What follows belongs to an exercise in optimizing a design on an open flow for small area, a short achievable clock period and few clock cycles per item; a production flow would make more cautious choices. In this exercise RTL edits were held to simulation tests only and were not proved equivalent to the original. No activity file was given, so power comes from the tool's default toggle rates.

===== flow/design.v =====
package nsqrt_pkg;
   localparam logic [31:0] NEG_ONE_Q16 = 32'hFFFF_0000;
   localparam logic [31:0] TOL_RESET   = 32'h0001_0000;
endpackage
module newton_square_root_top (
   input  logic               clock,
   input  logic               reset,
   input  logic               req_valid,
   output logic               req_stall,
   input  logic signed [31:0] req_radicand,
   output logic               rsp_valid,
   input  logic               rsp_stall,
   output logic signed [31:0] rsp_root,
   output logic [6:0]         rsp_steps_taken,
   output logic               rsp_negative_input,
   input  logic               csr_write_enable,
   input  logic [31:0]        csr_write_data
);
   typedef enum logic [3:0] {
      S_IDLE, S_INIT, S_CHK0, S_UPD, S_DIV, S_CYC, S_OUT, S_OUTP
   } state_type;
   state_type   state_ff;
   logic [31:0] tol_ff;
   logic [31:0] w_ff;       
   logic [3:0]  k_ff;       
   logic [4:0]  cnt_ff;     
   logic [30:0] x_ff;
   logic [23:0] q_ff;
   logic [32:0] p_ff;       
   logic [32:0] x3_ff;      
   logic [6:0]  n_ff;
   logic        neg_ff;
   logic        pend_ff;    
   logic        big_ff;     
   logic [34:0] acc_ff;     
   logic        accc_ff;    
   logic [16:0] sqm_ff;     
   logic        sqp_ff;     
   logic [32:0] sqw_ff;     
   logic        fresh_ff;   
   always_ff @(posedge clock) begin
      if (reset) tol_ff <= nsqrt_pkg::TOL_RESET;
      else if (csr_write_enable) tol_ff <= csr_write_data;
   end
   assign req_stall          = !(state_ff == S_IDLE || state_ff == S_OUT);
   assign rsp_valid          = (state_ff == S_OUT || state_ff == S_OUTP);
   assign rsp_root           = {neg_ff, {15{neg_ff}} | x_ff[30:16], x_ff[15:0]};
   assign rsp_steps_taken    = n_ff;
   assign rsp_negative_input = neg_ff;
   logic [30:0] a;
   logic        a_ge1;
   logic [4:0]  half_bl;    
   assign a     = w_ff[30:0];
   assign a_ge1 = |a[30:16];
   logic [30:0] sa;
   logic        sa_ge1, sa_pos;
   logic [17:0] e0;
   assign sa     = w_ff[30:0];
   assign sa_pos = !w_ff[31] && (w_ff[30:0] != 31'd0);
   assign sa_ge1 = |sa[30:16];
   assign e0     = sa[17:0] - 18'h08000;
   always_comb begin
      half_bl = 5'd0;
      for (int i = 0; i < 31; i++)
         if (a[i]) half_bl = 5'((i + 2) / 2);
   end
   logic [3:0] k_init;
   assign k_init = 4'(((5'd8 + half_bl) | 5'd1) + 5'd1 >> 1);
   logic [4:0] cnt_cur;     
   assign cnt_cur = cnt_ff;
   logic        sq_done, c_pass;
   logic [33:0] acc_mag;
   logic        sq_idle;
   assign sq_idle = (sqm_ff == 17'd0) && !sqp_ff;
   assign sq_done = sq_idle && !accc_ff;
   logic        bd_act_ff, bd_neg_ff, bd_two_ff;
   logic [2:0]  bd_step, bd_upd, bd_init;
   logic [2:0]  bd_one;    
   always_comb begin
      bd_step = {!(sqm_ff[3] == sqm_ff[2] && sqm_ff[2] == sqm_ff[1]),
                 sqm_ff[3] && !(sqm_ff[2] && sqm_ff[1]),
                 (sqm_ff[3] != sqm_ff[2]) && (sqm_ff[2] == sqm_ff[1])};
      bd_upd  = {upd_d[2] || upd_d[1], upd_d[2], upd_d[2] && !upd_d[1]};
      bd_init = {e0[1] || e0[0], e0[1], e0[1] && !e0[0]};
      bd_one  = 3'b100;
   end
   logic        bd_neg;
   logic [34:0] bd_add;
   assign bd_neg  = bd_neg_ff;
   assign bd_add  = (bd_two_ff ? {1'b0, sqw_ff, 1'b0} : {2'b00, sqw_ff}) ^ {35{bd_neg_ff}};
   logic [34:0] bd_term;
   logic [18:0] acc_lo_add;
   logic [16:0] acc_hi_add;
   assign bd_term    = bd_act_ff ? bd_add : 35'd0;
   assign acc_lo_add = {1'b0, acc_ff[17:0]} + {1'b0, bd_term[17:0]} + {18'd0, bd_act_ff && bd_neg_ff};
   assign acc_hi_add = acc_ff[34:18] + bd_term[34:18] + {16'd0, accc_ff};
   assign acc_mag = acc_ff[33:0] ^ {34{acc_ff[34]}};
   assign c_pass  = {acc_mag, 1'b0} < {2'b00, tol_ff, acc_ff[34]};
   logic [1:0]  div_next;   
   logic [33:0] t1, t2, t3;
   logic        d1, d2, d3, div_first, div_last;
   logic [30:0] p_new;
   assign div_first = (cnt_ff == 5'd0);
   assign div_last  = (cnt_ff[3:0] == k_ff - 4'd1);
   always_comb begin
      unique case (cnt_ff[2:0])
         3'd0: div_next = w_ff[7:6];
         3'd1: div_next = w_ff[5:4];
         3'd2: div_next = w_ff[3:2];
         3'd3: div_next = w_ff[1:0];
         default: div_next = 2'b00;
      endcase
      if (cnt_ff[4:3] != 2'b00) div_next = 2'b00;
   end
   assign t1 = {1'b0, p_ff} - {3'b000, x_ff};
   assign t2 = {1'b0, p_ff} - {2'b00, x_ff, 1'b0};
   assign t3 = {1'b0, p_ff} - {1'b0, x3_ff};
   assign d1 = !t1[33];
   assign d2 = !t2[33];
   assign d3 = !t3[33] && !div_first;
   assign p_new = d3 ? t3[30:0] : d2 ? t2[30:0] : d1 ? t1[30:0] : p_ff[30:0];
   logic [32:0] upd_s;
   logic [30:0] upd_d;
   logic [31:0] upd_r;
   assign upd_s = {2'b00, x_ff} + (state_ff == S_UPD ? {9'd0, q_ff} : {1'b0, x_ff, 1'b0});
   assign upd_d = x_ff - {7'd0, q_ff};
   assign upd_r = {1'b0, p_ff[32:2]} + (upd_d[0] ? {8'd0, q_ff} : 32'd0);
   logic [4:0] qf_bf, qf_bf_ff;
   logic [5:0] qf_bm, qf_bm_ff;
   logic [31:0] qf_rt;
   logic        qf;
   assign qf_rt = ~acc_ff[31:0] | tol_ff;
   always_comb begin
      qf_bf = 5'd0;
      qf_bm = 6'd0;
      for (int i = 0; i < 17; i++)
         if (sqm_ff[i]) qf_bf = 5'(i + 1);
      for (int i = 0; i < 32; i++)
         if (qf_rt[i]) qf_bm = 6'(i + 1);
   end
   assign qf = (cnt_ff == 5'd1) && ({qf_bf_ff, 1'b0} >= qf_bm_ff + 6'd3);
   logic chk_ready, chk_pass, chk_le0;
   assign chk_ready = big_ff || sq_done || qf;
   assign chk_pass  = !big_ff && !qf && c_pass;
   assign chk_le0   = !big_ff && !qf && acc_ff[34];
   always_ff @(posedge clock) begin
      if (!sq_done) begin
         acc_ff  <= {acc_hi_add, acc_lo_add[17:0]};
         accc_ff <= acc_lo_add[18];
      end
      if (!sq_idle) begin
         sqp_ff <= sqm_ff[1];
         sqm_ff <= sqm_ff >> 2;
         {bd_act_ff, bd_neg_ff, bd_two_ff} <= bd_step;
         sqw_ff <= sqw_ff << 2;
      end
      qf_bf_ff <= qf_bf;
      qf_bm_ff <= qf_bm;
      if (state_ff == S_INIT) begin
         fresh_ff <= 1'b1;
         accc_ff  <= 1'b0;
         sqp_ff   <= 1'b0;
         if (sa_ge1) begin
            acc_ff <= ~35'h0_4000_0000;
            big_ff <= e0[17] || |sa[30:18];
            sqm_ff <= e0[16:0];
            {bd_act_ff, bd_neg_ff, bd_two_ff} <= bd_init;
            sqw_ff <= {16'd0, e0[16:0]};
         end else begin
            acc_ff <= ~{3'd0, sa[15:0], 16'd0};
            big_ff <= 1'b0;
            sqm_ff <= 17'd1;
            {bd_act_ff, bd_neg_ff, bd_two_ff} <= bd_one;
            sqw_ff <= 33'h1_0000_0000;
         end
      end
      if (reset) begin
         state_ff <= S_IDLE;
      end else begin
         unique case (state_ff)
            S_IDLE: begin
               w_ff <= req_radicand;
               if (req_valid) state_ff <= S_INIT;
            end
            S_INIT: begin
               fresh_ff <= 1'b1;
               k_ff     <= k_init;
               cnt_ff   <= 5'd26 - {k_init, 1'b0};
               neg_ff   <= w_ff[31];
               n_ff     <= '0;
               x_ff     <= '0;
               state_ff <= sa_pos ? S_CHK0 : S_OUT;
            end
            S_CHK0: begin
               if (fresh_ff) begin
                  fresh_ff <= 1'b0;
                  n_ff     <= '0;
                  neg_ff   <= 1'b0;
                  p_ff     <= '0;
                  x_ff     <= a_ge1 ? a : 31'h0001_0000;
                  q_ff     <= a_ge1 ? 24'h01_0000 : {8'd0, a[15:0]};
               end
               if (cnt_cur >= 5'd4) begin
                  w_ff   <= w_ff << 4;
                  cnt_ff <= cnt_cur - 5'd4;
               end else begin
                  if (cnt_cur != 5'd0) w_ff <= w_ff << 2;
                  cnt_ff <= 5'd0;
               end
               if (chk_ready) begin
                  if (chk_pass) state_ff <= S_OUT;
                  else if (cnt_cur <= 5'd4) state_ff <= S_UPD;
               end
            end
            S_UPD: begin
               x_ff     <= upd_s[31:1];
               n_ff     <= n_ff + 7'd1;
               p_ff     <= {9'd0, w_ff[31:8]};
               q_ff     <= '0;
               cnt_ff   <= '0;
               pend_ff  <= 1'b1;
               big_ff   <= |upd_d[30:18];
               acc_ff   <= ~{3'd0, upd_r};
               accc_ff  <= 1'b0;
               sqm_ff   <= upd_d[17:1];
               {bd_act_ff, bd_neg_ff, bd_two_ff} <= bd_upd;
               sqw_ff   <= {16'd0, upd_d[17:1]};
               sqp_ff   <= 1'b0;
               state_ff <= S_DIV;
            end
            S_DIV: begin
               cnt_ff <= cnt_ff + 5'd1;
               q_ff   <= {q_ff[21:0], d2, d3 | (d1 & !d2)};
               p_ff   <= {p_new, div_next};
               if (div_first) x3_ff <= upd_s;
               if (pend_ff && chk_ready) begin
                  if (chk_pass) begin
                     state_ff <= S_OUT;
                  end else if (chk_le0) begin
                     state_ff <= S_CYC;
                     sqm_ff   <= 17'd1;
                     {bd_act_ff, bd_neg_ff, bd_two_ff} <= bd_one;
                     sqw_ff   <= {1'b0, x_ff, 1'b1};
                     sqp_ff   <= 1'b0;
                  end else begin
                     pend_ff <= 1'b0;
                     if (div_last) state_ff <= S_UPD;
                  end
               end else if (!pend_ff && div_last) begin
                  state_ff <= S_UPD;
               end else if (pend_ff && div_last) begin
                  cnt_ff <= cnt_ff;
                  q_ff   <= q_ff;
                  p_ff   <= p_ff;
                  state_ff <= S_DIV;
               end
            end
            S_CYC: begin
               if (sq_done) begin
                  state_ff <= S_OUT;
                  n_ff     <= 7'd100;
                  if (acc_ff == 35'd0) begin
                     if (c_pass) begin
                        x_ff[0] <= 1'b1;
                        n_ff    <= n_ff + 7'd1;
                     end else begin
                        x_ff[0] <= n_ff[0];
                     end
                  end
               end
            end
            S_OUT: begin
               w_ff <= req_radicand;
               if (req_valid) state_ff <= rsp_stall ? S_OUTP : S_INIT;
               else if (!rsp_stall) state_ff <= S_IDLE;
            end
            S_OUTP: if (!rsp_stall) state_ff <= S_INIT;
            default: state_ff <= S_IDLE;
         endcase
      end
   end
endmodule

===== flow/flow/run.sh =====
#!/bin/bash
# The standard layout, with timing repair aiming well below the clock period.
set -euo pipefail
echo "export SETUP_SLACK_MARGIN = 7" >> config.mk
bash standard.sh > standard.log 2>&1

===== flow/standard.sh =====
#!/bin/bash
# synth_recipe.tcl (not shown) runs the flow's synth.tcl, then flattens the netlist and writes it again
# the make line also repeats each setting of config.mk as NAME=value (left out here)
make -C /OpenROAD-flow-scripts/flow DESIGN_CONFIG=/design/flow/config.mk WORK_HOME=/design/flow/orfs CLKGATE_MAP_FILE= SYNTH_SCRIPT=/design/flow/synth_recipe.tcl "${@:-finish}"

===== flow/config.mk =====
export PLATFORM = sky130hd
export DESIGN_NAME = newton_square_root_top
export DESIGN_NICKNAME = newton_square_root_top
export VERILOG_FILES = /design/flow/design.v
export SDC_FILE = /design/flow/constraint.sdc
export NUM_CORES = 4
export LEC_CHECK = 0
export CAP_MARGIN = 20
export CORE_MARGIN = 2
export CORE_UTILIZATION = 30
export SLEW_MARGIN = 20
export SETUP_SLACK_MARGIN = 7

===== flow/constraint.sdc =====
create_clock -name core_clock -period 11.0 [get_ports {clock}]
set_input_delay 2.2000 -clock core_clock [delete_from_list [all_inputs] [get_ports {clock}]]
set_output_delay 2.2000 -clock core_clock [all_outputs]
set_load 0.01 [all_outputs]

==> flow_summary.ini, run 1 <==
[status]
status = no timing/DRC/antenna violations

[detailed_routing]
viasPerCell = 5.621
drt_iter0_markers = 3125
ant_nets = 0
vias = 27516
drt_first_pass_iters = 7
drc = 0
drt-total-wl_um = 108000
wl_per_cell_um = 22.07

[die]
fp.coreArea_mm2 = 0.09319
die_h_um = 310.3
rows = 112
die_area_mm2 = 0.09626
num_io_pins = 111
start_util_pct = 30.19
die_width_um = 310.3

[layout]
fin_cells = 4895
area_growth_pct = 17.68
nFillCells = 9695
diodes = 0
drive_above_1_share_pct = 9.173
nets = 3956

[worst_setup_path]
crit_arrival_ns = 1.79
crit_type = reg2out
crit_chain = buf_4 > or2_2 > dlygate4sd2_1
start_kind = register
cpMaxStageDelayCell = edfxtp_1
crit_path_max_incr_delay_ns = 0.43
path_max_fanout = 2
cp.required_ns = 8.80
cp-end-kind = output pin

[power_and_ir_drop]
pwr-share-comb_pct = 66.8
power_frac_seq_pct = 22.5
internal_power_mw = 5.734
powerDensity_mw_per_mm2 = 345.1
leakage_nw = 13.54
p_sw_share_pct = 49.81
switching_power_mw = 5.691
ir_worst_vdd_mv = 0.1380
power_mw = 11.43
clock_power_share_pct = 10.8

[clock_network]
cts_buffer_depth = 3
clkSinkCount = 309
cts_tree = built
cts_buffers = 38
clock_latency_ns = 0.58
root_buffer = clkbuf_16
clk_pin_slew_worst_paths_ns = 0.06
cts_max_level = 2

[timing]
holdWs_ns = 0.4974
finalSetupViolations = 0
min_period_over_period_pct = 36.25
tightest_slew_ns = 1.022
relSlewSlack_pct = 31.86
final.min_clock_period_ns = 3.988
rsz0062_at_grt = yes
fin_tns_setup_ns = 0
drv_slew = 0
max_freq_ghz = 0.2508
timing.final.ws_setup_ns = 7.012
finalHoldViolCount = 0
skew_ns = 0.02608

[synthesis]
netlist_instances = 3478
synth_top_area_share_pct = 18.25
synth_edf_count = 171
yosysTopAreaCell = edfxtp_1
seq_area_frac_synth_pct = 28.07
syn_nets = 3817
ys_warn_count = 1
syn-mean-instance-area_um2 = 8.090
ys.flop_type = edfxtp_1
syn_area_mm2 = 0.02814
synth-async-reset-ratio_pct = 0
ys_seq_elements = 309
yosysUniqueCellTypes = 95
yosys-top-cells-area = edfxtp_1 (18%), ha_1 (12%), dfxtp_1 (9.8%)

[placement]
dp_slack_ns = 6.168
portBuffers = 110
place_congestion = 0.9613
dp_cells = 4717
hpwl_um = 77940

[global_routing]
antenna_found_initial = 8
grt_start_max_net_pins = 58
grt_overflow_total = 0
grt_pass1_vias = 24930
grt_pass1_wl_um = 156700
track_usage_pct = 21.49

[job]
maxCapViolations = 0

[hold_path]
hold_class = reg2reg
[worst max-delay path, delay by kind of cell (launching register included)]
family	cells	cell delay, ns
DFF	1	0.43
and+or+nand+nor	1	0.30
buffers and inverters	2	0.49
[synth_stat cells (15+ instances only)]
library cell  number
a211oi_1          58
ha_1             260
a22oi_1           16
edfxtp_1         171
or3_1             25
a21o_1            76
a21oi_1          276
o211ai_1          41
xor2_1            95
buf_1             16
nand4_1           24
nor4_1            31
a22o_1            39
nor3_1            71
dfxtp_1          138
nor2b_1           35
o22ai_1           22
inv_1            191
o21bai_1          25
o31ai_1           15
or2_2             21
buf_4             22
and2_1            46
o21ai_0          260
nor2_1           286
nand2_1          382
nand3_1           81
mux2i_1          110
clkbuf_1         113
and3_1            43
nand2b_1          37
xnor2_1          148
o21a_1            46
a31oi_1           38
[layout make-up]
type / count / area (um2) / share of cell area [%]
sequential: 309 / 7913 / 23.90
multi-input combinational: 2811 / 19200 / 57.99
inverter: 194 / 743.2 / 2.244
timing repair buffer: 263 / 2526 / 7.629
tap: 1254 / 1569 / 4.738
clock inverter: 15 / 127.6 / 0.3854
clock buffer: 49 / 1033 / 3.121
[repair_timing]
action | 4_1_cts | 5_1_grt
pin swaps | 7 | 30
setup buffers | 61 | 44
endpoints found under the setup margin | 209 | 137
resized for setup | 59 | 77
cloned | 4 | 4
hold buffers | 0 | 0
[logic make-up (layout without fill, tap and decap cells)]
logic type               count (synthesis)  count (layout)  synth area share [%]
adder cells (fa/ha/maj)                270             270                 12.27
flip-flops                             309             309                 28.07
AO/OA/AOI/OAI                         1062            1062                 24.27
multiplexers                           113             113                 4.033
AND/OR/NAND/NOR                       1122            1123                 18.63
buffers and inverters                  359             521                 5.167
XOR/XNOR                               243             243                 7.564
[stage by stage]
| step | util, % | cell area (um2) |
|---|---|---|
| final | 35.53 | 33110 |
| after global routing | 35.53 | 33110 |
| after CTS | 34.73 | 32370 |
| after detailed placement | 32.70 | 30470 |
| after global placement | 32.70 | 30470 |
| after floorplan | - | 28170 |
[worst paths after layout]
path,from,to,slack (ns),depth (start not counted)
hold / removal,tol_ff[7],tol_ff[7],0.50,2
setup / recovery,x_ff[17],rsp_root[17],7.01,3
setup reg to reg,w_ff[26],sqm_ff[0],7.07,8
hold reg to reg,tol_ff[7],tol_ff[7],0.50,2
[layer usage]
metal | global-route usage [%] | wire [um] | vias to the layer above | share of wire [%]
met1 | 30.86 | 47460 | 13047 | 44
li1 | - | - | 12953 | -
met5 | 0 | 27 | - | 0.025
met4 | 7.651 | 3789 | 4 | 3.5
met2 | 31.59 | 45090 | 1332 | 42
met3 | 4.407 | 11670 | 180 | 11
[placed cells by master (no fill, tap or decap), types with 76 or more instances in the layout]
master,netlist,final
edfxtp_1,171,171
xnor2_1,148,148
dfxtp_1,138,132
nor2_1,286,276
ha_1,260,258
mux2i_1,110,110
clkdlybuf4s50_1,0,89
xor2_1,95,95
buf_4,22,128
o21ai_0,260,252
nand2_1,382,373
a21oi_1,276,270
inv_1,191,187
a21o_1,76,76
nand3_1,81,81
[registers in the layout (all words and copies together) (netlist names), 3 cells and up]
signal / flops
n_ff: 7
acc_ff: 35
sqw_ff: 33
x_ff: 31
q_ff: 24
tol_ff: 32
w_ff: 32
cnt_ff: 5
p_ff: 33
state_ff: 3
sqm_ff: 17
qf_bf_ff: 5
k_ff: 4
qf_bm_ff: 6
x3_ff: 33
[power by group through the flow]
stage,combinational [mW],clock [mW],sequential (mW)
after floorplan,5.30,0,2.12
after global placement,6.75,0,2.65
after detailed placement,6.80,0,2.65
after CTS,7.21,1.24,2.54
after global routing,8.41,1.28,2.58
final,7.63,1.23,2.57
Testbench counts, summed over its fixed seeds: cycles 32,568, items 640.
==> run 2, diff against run 1 <==
==> flow/flow/run.sh (replaced) <==
#!/bin/bash
# The standard layout, with timing repair aiming well below the clock period.
set -euo pipefail
echo "export SETUP_SLACK_MARGIN = 7.5" >> config.mk
bash standard.sh > standard.log 2>&1
--- a/flow/config.mk
+++ b/flow/config.mk
@@ -10,3 +10,3 @@
 export CORE_UTILIZATION = 30
 export SLEW_MARGIN = 20
-export SETUP_SLACK_MARGIN = 7
+export SETUP_SLACK_MARGIN = 7.5
==> run 2 against run 1 <==
Effect of this change:
- maximum frequency grew 2.1%
- final area rose by 8.1%
- final cell count up 2.8%
- synthesized cell count did not move
- combinational power is 14% higher
- hold slack got worse by 0.0041 ns
- sequential cell count is the same
- sequential share of layout area shrank 1.8 points
- via count up 4.0%
- critical path depth increased by 3
- utilization is 2.9 points higher
- clock skew fell by 0.0012 ns
==> flow_summary.ini, run 2 <==
[timing]
finalSetupViolations = 0
finalHoldViolCount = 0
final.min_clock_period_ns = 3.905
fin_tns_setup_ns = 0
max_freq_ghz = 0.2561
min_period_over_period_pct = 35.50
tightest_slew_ns = 1.119
timing.final.ws_setup_ns = 7.095
skew_ns = 0.02493
relSlewSlack_pct = 24.62
drv_slew = 0
rsz0062_at_grt = yes
holdWs_ns = 0.4934

[placement]
dp_cells = 4710
dp_slack_ns = 5.902
portBuffers = 110
hpwl_um = 78550
place_congestion = 0.9496

[power_and_ir_drop]
switching_power_mw = 6.203
powerDensity_mw_per_mm2 = 351.5
internal_power_mw = 6.376
pwr-share-comb_pct = 69.1
clock_power_share_pct = 10.2
leakage_nw = 14.58
power_frac_seq_pct = 20.7
p_sw_share_pct = 49.31
ir_worst_vdd_mv = 0.1477

[die]
fp.coreArea_mm2 = 0.09319
start_util_pct = 30.19
die_width_um = 310.3
die_h_um = 310.3
num_io_pins = 111
die_area_mm2 = 0.09626
rows = 112

[worst_setup_path]
crit_arrival_ns = 1.71
cp.required_ns = 8.80
rrSetupSlack_ns = 7.14
path_max_fanout = 4
start_kind = register
r2r-start = state_ff[1]
cpMaxStageDelayCell = dfxtp_4
crit_chain = nor2b_4 > buf_4 > nor3_4 > buf_12 > inv_2 > buf_2
crit_start = state_ff[1]
crit_path_max_incr_delay_ns = 0.36
cp-end-kind = output pin
r2r_cells = 17
r2r-end = x_ff[28]
crit_type = reg2out

[detailed_routing]
vias = 28627
drc = 0
drt_first_pass_iters = 7
wl_met3_um = 12510
viasPerCell = 5.691
drt-total-wl_um = 115600
ant_nets = 0
routed.top_layer = met5
wl_met2_um = 49490
drt_iter0_markers = 3132
drt-met1-wl_um = 48290
wl_per_cell_um = 22.99

[synthesis]
ys_warn_count = 1
synth_common_cells = nand2_1 (382), nor2_1 (286), a21oi_1 (276)
ys_seq_elements = 309
ys.flop_type = edfxtp_1
netlist_instances = 3478
yosys-top-cells-area = edfxtp_1 (18%), ha_1 (12%), dfxtp_1 (9.8%)
synth_edf_count = 171
synthMostInstantiatedCell = nand2_1
syn-mean-instance-area_um2 = 8.090
yosysTopAreaCell = edfxtp_1
synth_top_area_share_pct = 18.25
synth-async-reset-ratio_pct = 0
seq_area_frac_synth_pct = 28.07
yosysUniqueCellTypes = 95
syn_area_mm2 = 0.02814
syn_nets = 3817

[clock_network]
clock_latency_ns = 0.58
clk_pin_slew_worst_paths_ns = 0.06
postCtsHoldBufs = 0
cts_buffer_depth = 3
clkSinkCount = 309
cts_max_level = 2
root_buffer = clkbuf_16
cts_buffers = 39
cts_tree = built

[global_routing]
grt_overflow_total = 0
grt_pass1_vias = 26503
track_usage_pct = 22.77
grt_pass1_wl_um = 165700
antenna_found_initial = 1
grt_start_max_net_pins = 58

[hold_path]
holdPathStages = 2
hold_class = reg2reg
hold-path-endpoint = tol_ff[19]
min-delay-start = tol_ff[19]

[layout]
post-route-util_pct = 38.40
fin_cells = 5030
diodes = 0
drive_above_1_share_pct = 18.19
nets = 4089
final_common_cell = nand2_1
area_growth_pct = 27.17
largest_reg_flops = 35
largest_register = acc_ff
mostFrequentLayoutCells = nand2_1 (364), nor2_1 (266), a21oi_1 (253)

[job]
maxCapViolations = 0

[status]
status = no timing/DRC/antenna violations
run 2: area by class of cell:
class | count | area [um2]
fill | 9362 | 57410
multi-input combinational | 2820 | 20560
sequential | 309 | 7921
timing repair buffer | 386 | 3759
tap | 1254 | 1569
clock buffer | 51 | 1071
inverter | 194 | 769.5
clock inverter | 16 | 135.1
run 2: per-layer routing:
| metal | vias up | global-route usage (%) |
|---|---|---|
| met3 | 236 | 4.659 |
| li1 | 13255 | - |
| met5 | - | 0 |
| met4 | 2 | 9.561 |
| met2 | 1454 | 34.61 |
| met1 | 13680 | 31.24 |
run 2: kinds of logic (layout without fill, tap and decap cells):
family	after synthesis	count (layout)	share of synthesized area, %
and+or+nand+nor	1122	1130	18.63
AOI/OAI and AO/OA	1062	1064	24.27
buffers and inverters	359	647	5.167
DFF	309	309	28.07
adders and majority gates	270	270	12.27
xor gates and xnor gates	243	243	7.564
muxes	113	113	4.033
run 2: worst max-delay path by stage:
stage / end / slack [ns] / depth (start not counted)
finish: req_stall / 7.09 / 6
global route: x_ff[28] / 7.04 / 17
detailed placement: x_ff[29] / 5.90 / 15
global placement: x_ff[29] / 5.96 / 15
CTS: rsp_root[24] / 7.12 / 4
floorplan: p_ff[0] / 7.25 / 3
run 2: worst max-delay path: cells and delay by family, from the launching register on:
family	cells	cell delay (ns)
buffers and inverters	4	0.46
flip-flops	1	0.36
AND/OR/NAND/NOR	2	0.31
run 2: repair_timing:
item / CTS / global route
setup endpoints to repair: 323 / 201
setup buffers: 156 / 76
gates resized for setup: 405 / 225
pin swaps: 71 / 115
gates cloned: 15 / 5
run 2: power groups by stage:
stage	clock network [mW]	logic [mW]	registers (mW)
after floorplan	0	5.35	2.12
after global placement	0	6.75	2.70
after detailed placement	0	6.79	2.70
after CTS	1.29	7.87	2.56
after global routing	1.33	9.44	2.61
final	1.28	8.69	2.61
run 2: through the flow:
stage               cell area (um2)  total power, mW
floorplan                     28350            7.464
global placement              30470            9.451
detailed placement            30480            9.491
CTS                           34130            11.72
global route                  35780            13.38
finish                        35780            12.58
==> run 3, diff against run 2 <==
==> flow/flow/run.sh (replaced) <==
#!/bin/bash
# The standard layout, with timing repair aiming well below the clock period.
set -euo pipefail
echo "export SETUP_SLACK_MARGIN = 7.0" >> config.mk
bash standard.sh > standard.log 2>&1
--- a/flow/config.mk
+++ b/flow/config.mk
@@ -8,5 +8,6 @@
 export CAP_MARGIN = 20
 export CORE_MARGIN = 2
-export CORE_UTILIZATION = 30
+export CORE_UTILIZATION = 50
+export PLACE_DENSITY = 0.65
 export SLEW_MARGIN = 20
-export SETUP_SLACK_MARGIN = 7.5
+export SETUP_SLACK_MARGIN = 7.0
==> run 3 against run 2 <==
Effect of this change:
- area after synthesis is the same
- final cell count shrank 13%
- sequential cell count is the same
- count of clock-buffer cells in the layout shrank 1
- first-iteration DRC count shrank 14%
- still clean
- global-route usage grew 14 points
- maximum frequency shrank 1.7%
- wire length shrank 4.7%
- hold slack gained 0.0016 ns
- highest routed layer is now met4
- sequential share of layout area grew 2.3 points
- largest cell class unchanged
==> flow_summary.ini, run 3 <==
[worst_setup_path]
critPathTopFamily = buffers and inverters
crit_arrival_ns = 1.77
r2r-start = state_ff[2]
crit_chain = buf_12 > or2_2 > dlygate4sd2_1
path_max_fanout = 17
cp-end-kind = output pin
cp.required_ns = 8.80
start_kind = register
cp_num_buf_inv = 2
crit_start = neg_ff
crit_type = reg2out
cpMaxStageDelayCell = edfxtp_1
crit_path_max_incr_delay_ns = 0.43

[timing]
relSlewSlack_pct = 15.52
fin_tns_setup_ns = 0
rsz0062_at_grt = yes
holdWs_ns = 0.4950
min_period_over_period_pct = 36.10
final.min_clock_period_ns = 3.971
skew_ns = 0.03493
drv_slew = 0
finalHoldViolCount = 0
tightest_slew_ns = 1.256
finalSetupViolations = 0
max_freq_ghz = 0.2518

[clock_network]
clkSinkCount = 309
root_buffer = clkbuf_16
cts_tree = built
cts_buffer_depth = 3
cts_max_level = 2
clk_pin_slew_worst_paths_ns = 0.06
clock_latency_ns = 0.59
cts_buffers = 40

[die]
start_util_pct = 50.78
die_width_um = 241.2
die_area_mm2 = 0.05819
die_h_um = 241.2
rows = 86
num_io_pins = 111
fp.coreArea_mm2 = 0.05542

[detailed_routing]
vias = 27933
ant_nets = 0
drt-total-wl_um = 110200
drc = 0
viasPerCell = 6.383
drt_iter0_markers = 2704
drt_first_pass_iters = 6
wl_per_cell_um = 25.17

[hold_path]
min-delay-start = tol_ff[20]
hold_class = reg2reg

[layout]
fin_cells = 4376
drive_above_1_share_pct = 8.795
largest_reg_flops = 35
largest_register = acc_ff
post-route-util_pct = 58.48
mostFrequentLayoutCells = nand2_1 (378), nor2_1 (277), a21oi_1 (269)
nets = 3934
area_growth_pct = 15.18
final_common_cell = nand2_1
nFillCells = 5131

[global_routing]
grt_use_met1_pct = 48.21
grt_pass1_wl_um = 162000
grt_pass1_vias = 26386
antenna_found_initial = 2
use_met2_pct = 58.96
grt_use_met3_pct = 5.299
track_usage_pct = 37.00
grt_overflow_total = 0
top_usage_layer = met2
grt_start_max_net_pins = 58

[power_and_ir_drop]
leakage_nw = 13.54
ir_worst_vdd_mv = 0.1788
powerDensity_mw_per_mm2 = 358.2

[synthesis]
ys_warn_count = 1
syn-mean-instance-area_um2 = 8.090
synth_edf_count = 171
ys_seq_elements = 309
synth_common_cells = nand2_1 (382), nor2_1 (286), a21oi_1 (276)
yosysUniqueCellTypes = 95
yosys-top-cells-area = edfxtp_1 (18%), ha_1 (12%), dfxtp_1 (9.8%)
yosysTopAreaCell = edfxtp_1
syn_nets = 3817
synthMostInstantiatedCell = nand2_1
ys.flop_type = edfxtp_1
synth-async-reset-ratio_pct = 0
synth_top_area_share_pct = 18.25
syn_area_mm2 = 0.02814
seq_area_frac_synth_pct = 28.07
netlist_instances = 3478

[placement]
portBuffers = 110
dp_cells = 4214
hpwl_um = 81670
place_congestion = 0.9736

[job]
maxCapViolations = 0

[status]
status = no timing/DRC/antenna violations
-- run 3: cell counts after synthesis --
No cell type changed its count.
-- run 3: logic make-up after synthesis --
family	share of synthesized area (%)
buffers and inverters	5.167
multiplexers	4.033
flip-flops	28.07
XOR/XNOR	7.564
AO/OA/AOI/OAI	24.27
AND/OR/NAND/NOR	18.63
adder cells (fa/ha/maj)	12.27
-- run 3: repair_timing --
action	in CTS	in global routing
gates cloned	3	4
endpoints found under the setup margin	223	143
hold buffers	0	0
resized for setup	61	66
buffers inserted	52	28
pin swaps	9	16
-- run 3: final timing paths --
check / endpoint / slack [ns] / cells after the start
max: rsp_root[26] / 7.03 / 3
min: tol_ff[20] / 0.49 / 2
max reg2reg: x_ff[28] / 7.05 / 17
min reg2reg: tol_ff[20] / 0.49 / 2
-- run 3: worst reg2reg max path, delay by kind of cell, from the launching register on --
family / cells / cell delay, ns
buffers and inverters: 3 / 0.48
AO/OA/AOI/OAI: 9 / 1.81
adder cells (fa/ha/maj): 1 / 0.29
XOR/XNOR: 1 / 0.10
AND/OR/NAND/NOR: 3 / 0.65
flip-flops: 1 / 0.38
-- run 3: cell type report --
type	instances	area [um2]	share of cell area [%]
multi-input cells	2812	19150	59.10
repair buffers	238	2300	7.096
diodes	1	2.502	0.007721
clock inverters	24	211.5	0.6525
clock buffers	50	1165	3.594
flip-flops and latches	309	7909	24.40
inverters	194	732.0	2.259
well taps	748	935.9	2.888
-- run 3: stage by stage --
stage,setup WS [ns],power (mW),area (um2)
2_1_floorplan,6.942,7.413,28170
5_1_grt,6.886,12.36,32410
3_3_place_gp,6.168,9.447,29850
3_5_place_dp,6.119,9.569,29860
4_1_cts,6.908,11.25,31900
6_report,7.029,11.61,32410
-- run 3: layer usage --
| metal | wire length, um | vias to the layer above |
|---|---|---|
| li1 | - | 12918 |
| met4 | 6991 | 0 |
| met1 | 44680 | 13419 |
| met2 | 49220 | 1332 |
| met5 | 0 | - |
| met3 | 9268 | 264 |
-- run 3: where the power goes --
group	total [mW]	switching, mW	internal (mW)	leakage, nW
registers	2.56	0.762	1.80	2.75
logic	7.65	4.48	3.17	10.1
clock network	1.40	0.575	0.823	0.684
total	11.6	5.81	5.79	13.5
==> run 4, diff against run 3 <==
--- a/flow/design.v
+++ b/flow/design.v
@@ -103,4 +103,6 @@
    assign div_first = (cnt_ff == 5'd0);
    assign div_last  = (cnt_ff[3:0] == k_ff - 4'd1);
+   logic div_done;
+   assign div_done  = (cnt_ff == {1'b0, k_ff});
    always_comb begin
       unique case (cnt_ff[2:0])
@@ -230,7 +232,9 @@
             end
             S_DIV: begin
-               cnt_ff <= cnt_ff + 5'd1;
-               q_ff   <= {q_ff[21:0], d2, d3 | (d1 & !d2)};
-               p_ff   <= {p_new, div_next};
+               if (!div_done) begin
+                  cnt_ff <= cnt_ff + 5'd1;
+                  q_ff   <= {q_ff[21:0], d2, d3 | (d1 & !d2)};
+                  p_ff   <= {p_new, div_next};
+               end
                if (div_first) x3_ff <= upd_s;
                if (pend_ff && chk_ready) begin
@@ -239,23 +243,21 @@
                   end else if (chk_le0) begin
                      state_ff <= S_CYC;
-                     sqm_ff   <= 17'd1;
-                     {bd_act_ff, bd_neg_ff, bd_two_ff} <= bd_one;
-                     sqw_ff   <= {1'b0, x_ff, 1'b1};
-                     sqp_ff   <= 1'b0;
+                     fresh_ff <= 1'b1;
                   end else begin
                      pend_ff <= 1'b0;
-                     if (div_last) state_ff <= S_UPD;
+                     if (div_last || div_done) state_ff <= S_UPD;
                   end
-               end else if (!pend_ff && div_last) begin
+               end else if (!pend_ff && (div_last || div_done)) begin
                   state_ff <= S_UPD;
-               end else if (pend_ff && div_last) begin
-                  cnt_ff <= cnt_ff;
-                  q_ff   <= q_ff;
-                  p_ff   <= p_ff;
-                  state_ff <= S_DIV;
                end
             end
             S_CYC: begin
-               if (sq_done) begin
+               if (fresh_ff) begin
+                  fresh_ff <= 1'b0;
+                  sqm_ff   <= 17'd1;
+                  {bd_act_ff, bd_neg_ff, bd_two_ff} <= bd_one;
+                  sqw_ff   <= {1'b0, x_ff, 1'b1};
+                  sqp_ff   <= 1'b0;
+               end else if (sq_done) begin
                   state_ff <= S_OUT;
                   n_ff     <= 7'd100;
--- a/flow/config.mk
+++ b/flow/config.mk
@@ -8,6 +8,5 @@
 export CAP_MARGIN = 20
 export CORE_MARGIN = 2
-export CORE_UTILIZATION = 50
-export PLACE_DENSITY = 0.65
+export CORE_UTILIZATION = 30
 export SLEW_MARGIN = 20
 export SETUP_SLACK_MARGIN = 7.0
==> run 4 against run 3 <==
Effect of this change:
- still clean on timing, DRC and antenna
- final cell count rose by 6.8%
- area after synthesis shrank 2.3%
- critical path depth is 13 higher
- register-to-register slack worse by 0.07 ns
- final area grew 1.7%
- utilization is 22 points lower
- count of clock-buffer cells in the layout increased by 4
- setup slack worse by 0.046 ns
- critical path type is now reg2reg
==> flow_summary.ini, run 4 <==
[worst_setup_path]
crit_type = reg2reg
start_kind = register
cp-end-kind = register
crit_arrival_ns = 4.35
rrSetupSlack_ns = 6.98
r2r-end = p_ff[23]
crit_start = x_ff[0]
r2r-start = x_ff[0]
cp.required_ns = 11.33
r2r_cells = 16
path_max_fanout = 7

[synthesis]
seq_area_frac_synth_pct = 28.72
yosys-top-cells-area = edfxtp_1 (19%), ha_1 (12%), dfxtp_1 (10%)
yosysUniqueCellTypes = 95
synth_edf_count = 171
synth_top_area_share_pct = 18.67
synth_common_cells = nand2_1 (296), ha_1 (260), nor2_1 (260)
ys_seq_elements = 309
syn_area_mm2 = 0.02750
yosysTopAreaCell = edfxtp_1
synth-adder-area-share_pct = 12.56
syn_nets = 3631
synthMuxAreaShare_pct = 5.387
syn-mean-instance-area_um2 = 8.353
ys.flop_type = edfxtp_1
synth_xor_area_share_pct = 7.803
synth_top_family_by_area = compound AO/OA/AOI/OAI gates
synthMostInstantiatedCell = nand2_1
netlist_instances = 3292
ys_warn_count = 1
synth_compound_area_share_pct = 23.21
synth-simple-area-share_pct = 17.28
synth-async-reset-ratio_pct = 0

[placement]
place_area_mm2 = 0.02981
portBuffers = 110
hpwl_um = 73690
place_congestion = 0.9350

[timing]
drv_slew = 0
max_freq_ghz = 0.2489
relSlewSlack_pct = 14.67
skew_ns = 0.02437
min_period_over_period_pct = 36.52
tightest_slew_ns = 1.263
finalHoldViolCount = 0
final.min_clock_period_ns = 4.017
rsz0062_at_grt = yes
fin_tns_setup_ns = 0
finalSetupViolations = 0

[detailed_routing]
viasPerCell = 5.623
drc = 0
vias = 26270
wl_per_cell_um = 22.19
ant_nets = 0
drt_first_pass_iters = 7
drt-total-wl_um = 103600
drt_iter0_markers = 2473

[global_routing]
use_met2_pct = 32.88
grt_pass1_vias = 24504
top_usage_layer = met2
antenna_found_initial = 5
grt_overflow_total = 0
track_usage_pct = 21.09
grt_pass1_wl_um = 152700
grt_start_max_net_pins = 42
grt_use_met3_pct = 3.818
grt_use_met1_pct = 29.20

[layout]
multi_input_area_mm2 = 0.01887
nets = 3793
largest_reg_flops = 35
regArea_mm2 = 0.007913
nFillCells = 9294
final_common_cell = nand2_1
area_growth_pct = 19.88
mostFrequentLayoutCells = nand2_1 (294), ha_1 (257), nor2_1 (253)
drive_above_1_share_pct = 11.28
largest_register = acc_ff
stdcell_area_mm2 = 0.03297

[die]
die_h_um = 306.8
rows = 111
fp.coreArea_mm2 = 0.09125
start_util_pct = 30.14
die_width_um = 306.8
die_area_mm2 = 0.09410
num_io_pins = 111

[hold_path]
min-delay-start = tol_ff[20]
hold-path-endpoint = tol_ff[20]
holdPathStages = 2
hold_class = reg2reg

[clock_network]
cts_buffers = 39
cts_tree = built
clkSinkCount = 309
clock_latency_ns = 0.58
root_buffer = clkbuf_16
cts_max_level = 2
cts_buffer_depth = 3
clk_pin_slew_worst_paths_ns = 0.06

[power_and_ir_drop]
ir_worst_vdd_mv = 0.1692
powerDensity_mw_per_mm2 = 341.5
leakage_nw = 13.63

[status]
status = no timing/DRC/antenna violations

[job]
maxCapViolations = 0
run 4: cell count changes after synthesis, moves of 10 or more:
cell	delta
mux2_2	+11
a21oi_1	-23
o21ai_0	-14
nor3_1	-13
o211ai_1	-18
o21ai_1	-10
or3_1	-13
inv_1	-10
mux2i_1	+20
a211oi_1	-16
nand2_1	-86
nor2b_1	+22
nor2_1	-26
a21o_1	+19
run 4: what timing repair did:
action                                  CTS  global route
gates cloned                              9             4
pin swaps                                22            53
endpoints found under the setup margin  122            65
gates resized for setup                 101            86
setup buffers                            61            47
hold buffers                              0             0
run 4: power breakdown:
part	internal (mW)	leakage [nW]	switching (mW)
registers	1.75	2.75	0.605
logic	3.26	10.2	4.20
clock network	0.873	0.674	0.565
total	5.89	13.6	5.37
run 4: through the flow:
| step | total power, mW | hold slack, ns | utilization, % | setup slack, ns | cells |
|---|---|---|---|---|---|
| 3_3_place_gp | 8.853 | 0.4794 | 32.66 | 5.717 | 4478 |
| 3_5_place_dp | 8.908 | 0.4866 | 32.67 | 5.744 | 4478 |
| 2_1_floorplan | 7.106 | 0.4314 | - | 6.995 | 3292 |
| 6_report | 11.26 | 0.4970 | 36.13 | 6.983 | 4672 |
| 4_1_cts | 10.78 | 0.5029 | 35.25 | 6.986 | 4619 |
| 5_1_grt | 12.05 | 0.5237 | 36.12 | 6.893 | 4670 |
run 4: worst max path at each step:
stage	cells past startpoint	endpoint	slack (ns)
finish	16	p_ff[23]	6.98
global route	18	x_ff[30]	6.89
CTS	19	x_ff[30]	6.99
detailed placement	16	x_ff[30]	5.74
global placement	16	x_ff[30]	5.72
floorplan	3	p_ff[0]	6.99
run 4: area by class of cell:
type	count	share of cell area, %
Clock buffer	54	3.503
Multi-Input combinational cell	2651	57.23
Sequential cell	309	24.00
Antenna cell	2	0.01518
Tap cell	1186	4.501
Inverter	182	2.118
Clock inverter	17	0.7287
Timing Repair Buffer	271	7.898
run 4: cells by family after synthesis:
kind of cell | after synthesis
compound gates | 985
xor+xnor | 245
fa+ha+maj | 270
buf+inv | 337
flops | 309
mux | 146
simple gates | 1000
run 4: worst max-delay path, stage by stage (launching register included):
cell and delay, ns:
edfxtp_1 0.57, buf_6 0.16, ha_4 0.13, inv_2 0.04, fa_2 0.42, a211oi_4 0.26, o21ai_2 0.11, a32o_2 0.30
a32o_2 0.26, a311o_1 0.38, a21oi_4 0.16, buf_12 0.15, a21oi_4 0.11, buf_12 0.24, nand3_2 0.06, o211ai_1 0.10
a32o_2 0.29
run 4: metal layers:
layer / vias to the layer above / part of all wire [%]
li1: 12330 / -
met1: 12493 / 43
met2: 1216 / 43
met3: 227 / 9.7
met4: 4 / 3.9
met5: - / 0.024
Testbench counts of run 4, summed over its fixed seeds: cycles 32,728, items 640.
==> run 5, diff against run 4 <==
--- a/flow/config.mk
+++ b/flow/config.mk
@@ -8,5 +8,6 @@
 export CAP_MARGIN = 20
 export CORE_MARGIN = 2
-export CORE_UTILIZATION = 30
+export CORE_UTILIZATION = 50
+export PLACE_DENSITY = 0.65
 export SLEW_MARGIN = 20
 export SETUP_SLACK_MARGIN = 7.0
==> run 5 against run 4 <==
Effect of this change:
- setup slack improved by 0.045 ns
- clock skew decreased by 0.0010 ns
- critical endpoint is now rsp_root[1]
- highest routed layer is now met4
- largest power group unchanged
- die area decreased by 40%
- still clean on timing, DRC and antenna
==> flow_summary.ini, run 5 <==
[status]
status = no timing/DRC/antenna violations

[timing]
relSlewSlack_pct = 8.493
max_freq_ghz = 0.2518
timing.final.ws_setup_ns = 7.028
drv_slew = 0
skew_ns = 0.02332
final.min_clock_period_ns = 3.972
min_period_over_period_pct = 36.11
tightest_slew_ns = 1.355
finalHoldViolCount = 0
finalSetupViolations = 0
fin_tns_setup_ns = 0
rsz0062_at_grt = yes

[power_and_ir_drop]
power_mw = 11.17
ir_worst_vdd_mv = 0.1486
powerDensity_mw_per_mm2 = 347.7
leakage_nw = 13.51

[clock_network]
clock_latency_ns = 0.58
clkSinkCount = 309
postCtsHoldBufs = 0
cts_buffer_depth = 3
root_buffer = clkbuf_16
cts_max_level = 2
clk_pin_slew_worst_paths_ns = 0.06
cts_tree = built
cts_buffers = 39

[layout]
nFillCells = 4821
stdcell_area_mm2 = 0.03212
nets = 3783
largest_register = acc_ff
post-route-util_pct = 59.33
drive_above_1_share_pct = 10.97
area_growth_pct = 16.80
mostFrequentLayoutCells = nand2_1 (293), ha_1 (257), nor2_1 (251)
final_common_cell = nand2_1
largest_reg_flops = 35

[synthesis]
synthMuxAreaShare_pct = 5.387
synth_top_area_share_pct = 18.67
syn_area_mm2 = 0.02750
yosysTopAreaCell = edfxtp_1
syn_nets = 3631
synth_edf_count = 171
netlist_instances = 3292
synth_compound_area_share_pct = 23.21
synth-adder-area-share_pct = 12.56
syn-mean-instance-area_um2 = 8.353
synth_common_cells = nand2_1 (296), ha_1 (260), nor2_1 (260)
synth_xor_area_share_pct = 7.803
seq_area_frac_synth_pct = 28.72
ys_warn_count = 1
synth-async-reset-ratio_pct = 0
yosysUniqueCellTypes = 95
ys_seq_elements = 309
ys.flop_type = edfxtp_1
yosys-top-cells-area = edfxtp_1 (19%), ha_1 (12%), dfxtp_1 (10%)
synthMostInstantiatedCell = nand2_1
synth_top_family_by_area = compound AO/OA/AOI/OAI gates
synth-simple-area-share_pct = 17.28

[hold_path]
hold_class = reg2reg
min-delay-start = tol_ff[10]

[global_routing]
grt_start_max_net_pins = 58
antenna_found_initial = 1
grt_overflow_total = 0
grt_pass1_vias = 25867
track_usage_pct = 35.57
grt_pass1_wl_um = 154800

[detailed_routing]
drt-total-wl_um = 105100
drt_first_pass_iters = 6
viasPerCell = 6.395
drc = 0
drt_iter0_markers = 2853
ant_nets = 0
wl_per_cell_um = 25.20
vias = 26662

[worst_setup_path]
crit_chain = buf_4 > clkdlybuf4s50_1
rrSetupSlack_ns = 7.04
path_max_fanout = 6
cp.required_ns = 8.80
crit_type = reg2out
r2r-start = bd_neg_ff
crit_start = x_ff[1]
cpMaxStageDelayCell = clkdlybuf4s50_1
crit_path_max_incr_delay_ns = 0.59
r2r_cells = 16
r2r-end = acc_ff[34]
cp-end-kind = output pin
crit_arrival_ns = 1.77
start_kind = register
endpoint = rsp_root[1]

[placement]
place_area_mm2 = 0.02910
place_congestion = 0.9549
hpwl_um = 74610
dp_slack_ns = 5.606
portBuffers = 110

[die]
start_util_pct = 50.80
fp.coreArea_mm2 = 0.05413
die_area_mm2 = 0.05689
num_io_pins = 111
rows = 85
die_h_um = 238.5
die_width_um = 238.5

[job]
maxCapViolations = 0
==> run 5: metal layers <==
layer	GRT usage (%)	wire, um
met2	58.26	48430
met4	15.57	5043
met3	5.670	8940
met1	46.44	42670
met5	0	0
==> run 5: cell type report <==
cell class | count | area, um2 | area share (%)
clock buffer | 49 | 1065 | 3.315
inverter | 182 | 701.9 | 2.185
clock inverter | 20 | 187.7 | 0.5843
sequential | 309 | 7918 | 24.65
tap | 696 | 870.8 | 2.711
multi-input combinational | 2651 | 18810 | 58.56
antenna | 1 | 2.502 | 0.007791
timing repair buffer | 261 | 2564 | 7.982
==> run 5: what timing repair did <==
item | CTS | global route
buffers inserted | 68 | 40
gates resized for setup | 108 | 68
gates cloned | 10 | 5
setup endpoints to repair | 119 | 78
pin swaps | 29 | 48
==> run 5: cells by family (layout without fill, tap and decap cells) <==
kind of cell | after synthesis | after routing
AO/OA/AOI/OAI | 985 | 990
XOR/XNOR | 245 | 245
adder cells (fa/ha/maj) | 270 | 270
buffers and inverters | 337 | 512
flip-flops | 309 | 309
multiplexers | 146 | 146
other | 0 | 1
AND/OR/NAND/NOR | 1000 | 1000
==> run 5: stage by stage <==
stage	hold WS [ns]	cells
after detailed placement	0.4869	3976
after global placement	0.4754	3976
after CTS	0.5058	4123
after floorplan	0.4314	3292
after global routing	0.5313	4168
final	0.5016	4169
==> run 5: power breakdown <==
group	internal (mW)	switching, mW
Clock	0.757	0.551
Sequential	1.75	0.693
Combinational	3.25	4.16
Total	5.76	5.41
==> run 5: how the worst min path moves through the flow <==
| stage | endpoint | slack (ns) | cells after the start |
|---|---|---|---|
| 4_1_cts | tol_ff[10] | 0.51 | 2 |
| 3_3_place_gp | tol_ff[31] | 0.48 | 2 |
| 2_1_floorplan | qf_bf_ff[0] | 0.43 | 1 |
| 5_1_grt | tol_ff[31] | 0.53 | 2 |
| 6_report | tol_ff[10] | 0.50 | 2 |
| 3_5_place_dp | tol_ff[10] | 0.49 | 2 |
==> run 5: critical path, delay by kind of cell (launching register included) <==
family	cells	cell delay (ns)
buffers and inverters	2	0.80
flip-flops	1	0.39
==> run 6, diff against run 5 <==
==> flow/flow/run.sh (replaced) <==
#!/bin/bash
# The standard layout, with timing repair aiming well below the clock period.
set -euo pipefail
echo "export SETUP_SLACK_MARGIN = 6.5" >> config.mk
bash standard.sh > standard.log 2>&1
--- a/flow/config.mk
+++ b/flow/config.mk
@@ -8,6 +8,5 @@
 export CAP_MARGIN = 20
 export CORE_MARGIN = 2
-export CORE_UTILIZATION = 50
-export PLACE_DENSITY = 0.65
+export CORE_UTILIZATION = 30
 export SLEW_MARGIN = 20
-export SETUP_SLACK_MARGIN = 7.0
+export SETUP_SLACK_MARGIN = 6.5
==> run 6 against run 5 <==
Effect of this change:
- sequential cell count unchanged
- synthesized cell count unchanged
- largest power group unchanged
- still clean on timing, DRC and antenna
- critical path type is now in2reg
- setup slack worse by 0.49 ns
==> flow_summary.ini, run 6 <==
[synthesis]
yosysUniqueCellTypes = 95
syn_area_mm2 = 0.02750
synth_common_cells = nand2_1 (296), ha_1 (260), nor2_1 (260)
yosys-top-cells-area = edfxtp_1 (19%), ha_1 (12%), dfxtp_1 (10%)
synth_edf_count = 171
synth_top_area_share_pct = 18.67
ys.flop_type = edfxtp_1
synth-async-reset-ratio_pct = 0
synthMostInstantiatedCell = nand2_1
ys_warn_count = 1
syn-mean-instance-area_um2 = 8.353
seq_area_frac_synth_pct = 28.72
netlist_instances = 3292
yosysTopAreaCell = edfxtp_1
ys_seq_elements = 309
syn_nets = 3631

[clock_network]
postCtsHoldBufs = 0
cts_tree = built
cts_buffer_depth = 3
clk_pin_slew_worst_paths_ns = 0.06
cts_buffers = 40
root_buffer = clkbuf_16
clock_latency_ns = 0.59
cts_max_level = 2
clkSinkCount = 309

[timing]
tightest_slew_ns = 1.062
timing.final.ws_setup_ns = 6.537
min_period_over_period_pct = 40.57
final.min_clock_period_ns = 4.463
finalHoldViolCount = 0
rsz0062_at_grt = no
skew_ns = 0.03095
holdWs_ns = 0.4887
drv_slew = 0
relSlewSlack_pct = 28.63
max_freq_ghz = 0.2241
fin_tns_setup_ns = 0
finalSetupViolations = 0

[power_and_ir_drop]
pwr-share-comb_pct = 63.4
clock_power_share_pct = 13.5
switching_power_mw = 5.148
ir_worst_vdd_mv = 0.1665
leakage_nw = 12.91
power_frac_seq_pct = 23.1
p_sw_share_pct = 48.21
internal_power_mw = 5.531
powerDensity_mw_per_mm2 = 338.7

[layout]
diodes = 0
regArea_mm2 = 0.007913
mostFrequentLayoutCells = nand2_1 (295), ha_1 (259), nor2_1 (254)
area_growth_pct = 14.65
final_common_cell = nand2_1
largest_register = acc_ff
nets = 3687
post-route-util_pct = 34.55
multi_input_area_mm2 = 0.01845
drive_above_1_share_pct = 6.694
nFillCells = 9425
largest_reg_flops = 35
fin_cells = 4562

[worst_setup_path]
cp.required_ns = 11.44
start_kind = primary input
cpMaxStageDelayCell = a2111oi_0
crit_type = in2reg
crit_chain = buf_2 > clkinvlp_4 > nand2_1 > buf_4 > nor2_1 > o311ai_0 > a2111oi_0 > o311ai_0 > a2111oi_1 > o2111a_1 > a31oi_1
cp-end-kind = register
path_max_fanout = 34
crit_path_frequent_cell = o311ai_0
crit_arrival_ns = 4.90
cp_num_buf_inv = 3
critPathTopFamily = compound AO/OA/AOI/OAI gates
crit_path_max_incr_delay_ns = 0.49

[placement]
dp_slack_ns = 5.039
dp_cells = 4471
portBuffers = 110
hpwl_um = 73750
place_congestion = 0.9639

[detailed_routing]
drt-total-wl_um = 99460
drt_first_pass_iters = 8
ant_nets = 0
wl_per_cell_um = 21.80
drc = 0
vias = 25507
drt_iter0_markers = 2503
viasPerCell = 5.591

[global_routing]
grt_start_max_net_pins = 68
track_usage_pct = 20.47
grt_pass1_wl_um = 148900
grt_overflow_total = 0
grt_pass1_vias = 24264
antenna_found_initial = 2

[die]
die_width_um = 306.8
fp.coreArea_mm2 = 0.09125
die_h_um = 306.8
die_area_mm2 = 0.09410
start_util_pct = 30.14
rows = 111
num_io_pins = 111

[hold_path]
hold_class = reg2reg

[status]
status = no timing/DRC/antenna violations

[job]
maxCapViolations = 0
==> run 6: cell count changes in the layout (fill, tap and decap cells not counted), sizes merged <==
| cell | before | now |
|---|---|---|
| clkinv | 12 | 5 |
| nor2 | 262 | 264 |
| bufinv | 3 | 6 |
| a21o | 100 | 97 |
| bufbuf | 8 | 1 |
| clkinvlp | 7 | 6 |
| clkbuf | 52 | 53 |
| dlygate4sd2 | 17 | 0 |
| inv | 180 | 182 |
| diode | 1 | 0 |
| buf | 143 | 57 |
| a31o | 9 | 8 |
| clkdlybuf4s50 | 90 | 108 |
==> run 6: kinds of logic after synthesis <==
family                     after synthesis  synth area share, %
DFF                                    309                28.72
xor gates and xnor gates               245                7.803
AOI/OAI and AO/OA                      985                23.21
muxes                                  146                5.387
and+or+nand+nor                       1000                17.28
buffers and inverters                  337                5.037
adders and majority gates              270                12.56
==> run 6: layer usage <==
metal | GRT usage (%) | part of all wire (%)
met5 | 0 | 0
met4 | 7.102 | 3.4
met3 | 3.074 | 8.9
met2 | 31.72 | 44
met1 | 28.84 | 44
==> run 6: stage by stage <==
stage               power [mW]  area [um2]
floorplan                7.095       27520
global placement         8.836       29750
detailed placement       8.903       29750
CTS                      10.51       31350
global route             11.46       31530
finish                   10.68       31530
==> run 6: worst register-to-register path, delay by kind of cell (launching register included) <==
| kind | cells | cell delay (ns) |
|---|---|---|
| fa+ha+maj | 1 | 0.43 |
| flops | 1 | 0.65 |
| mux | 1 | 0.33 |
| buf+inv | 2 | 0.48 |
| compound gates | 10 | 2.20 |
==> run 6: repair_timing <==
action,4_1_cts,5_1_grt
endpoints found under the setup margin,84,45
setup buffers,3,14
gates resized for setup,32,21
gates cloned,4,0
pin swaps,3,4
==> run 6: cell type report <==
| type | count | share of cell area (%) |
|---|---|---|
| multi-input combinational | 2649 | 58.53 |
| sequential | 309 | 25.10 |
| timing repair buffer | 166 | 5.068 |
| tap | 1186 | 4.707 |
| clock buffer | 53 | 3.592 |
| inverter | 182 | 2.199 |
| clock inverter | 17 | 0.8057 |
==> run 6: path summary, 6_finish.rpt <==
kind | slack (ns) | depth (start not counted) | to | startpoint
max | 6.54 | 11 | big_ff | reset
min | 0.49 | 1 | qf_bf_ff[0] | sqm_ff[15]
max reg2reg | 6.65 | 14 | p_ff[11] | x_ff[12]
min reg2reg | 0.49 | 1 | qf_bf_ff[0] | sqm_ff[15]
==> run 6: power groups by stage <==
stage | clock network (mW) | logic (mW) | registers [mW]
after floorplan | 0 | 5.04 | 2.05
after global placement | 0 | 6.38 | 2.45
after detailed placement | 0 | 6.45 | 2.45
after CTS | 1.46 | 6.62 | 2.44
after global routing | 1.49 | 7.48 | 2.49
final | 1.44 | 6.77 | 2.47

afterwards: timing with drivers on the ports:
In the flow no input, the clock included, has a driving cell. The finished layouts below were timed again as built, in two steps.
Step 1, drivers: a clkbuf_16 drives clock and a buf_2 each remaining input, both assumed.
Step 2 adds t to the input delays and takes it off the output delays; t is the mean of the earliest and latest rising clock arrival at the registers after step 1. Input paths then give back, and output paths get back, about the clock's delay inside the block.
Slacks: ideal / step 1 / step 2; pairs: ideal / step 1.
run | shift t [ns] | slack for setup (ns) | hold slack, ns | slew at the worst register clock pin (ns) | worst slew at a driven data input, ns
run 1 | 0.635 | 7.012 / 6.945 / 6.451 | 0.497 / 0.497 / 0.497 | 0.07 / 0.07 | 0.07
run 2 | 0.627 | 7.095 / 7.032 / 6.902 | 0.493 / 0.493 / 0.493 | 0.07 / 0.07 | 0.06
run 3 | 0.639 | 7.029 / 6.965 / 6.551 | 0.495 / 0.495 / 0.495 | 0.07 / 0.07 | 0.05
run 4 | 0.630 | 6.983 / 6.945 / 6.478 | 0.497 / 0.497 / 0.497 | 0.07 / 0.07 | 0.06
run 5 | 0.629 | 7.028 / 6.964 / 6.545 | 0.502 / 0.502 / 0.502 | 0.07 / 0.07 | 0.05
run 6 | 0.645 | 6.537 / 6.528 / 5.937 | 0.489 / 0.489 / 0.489 | 0.07 / 0.07 | 0.06
After both steps setup and hold are still met in every run listed. For run 6, which loses most, drivers alone change the setup slack by -0.009 ns; drivers and shift together by -0.600 ns.
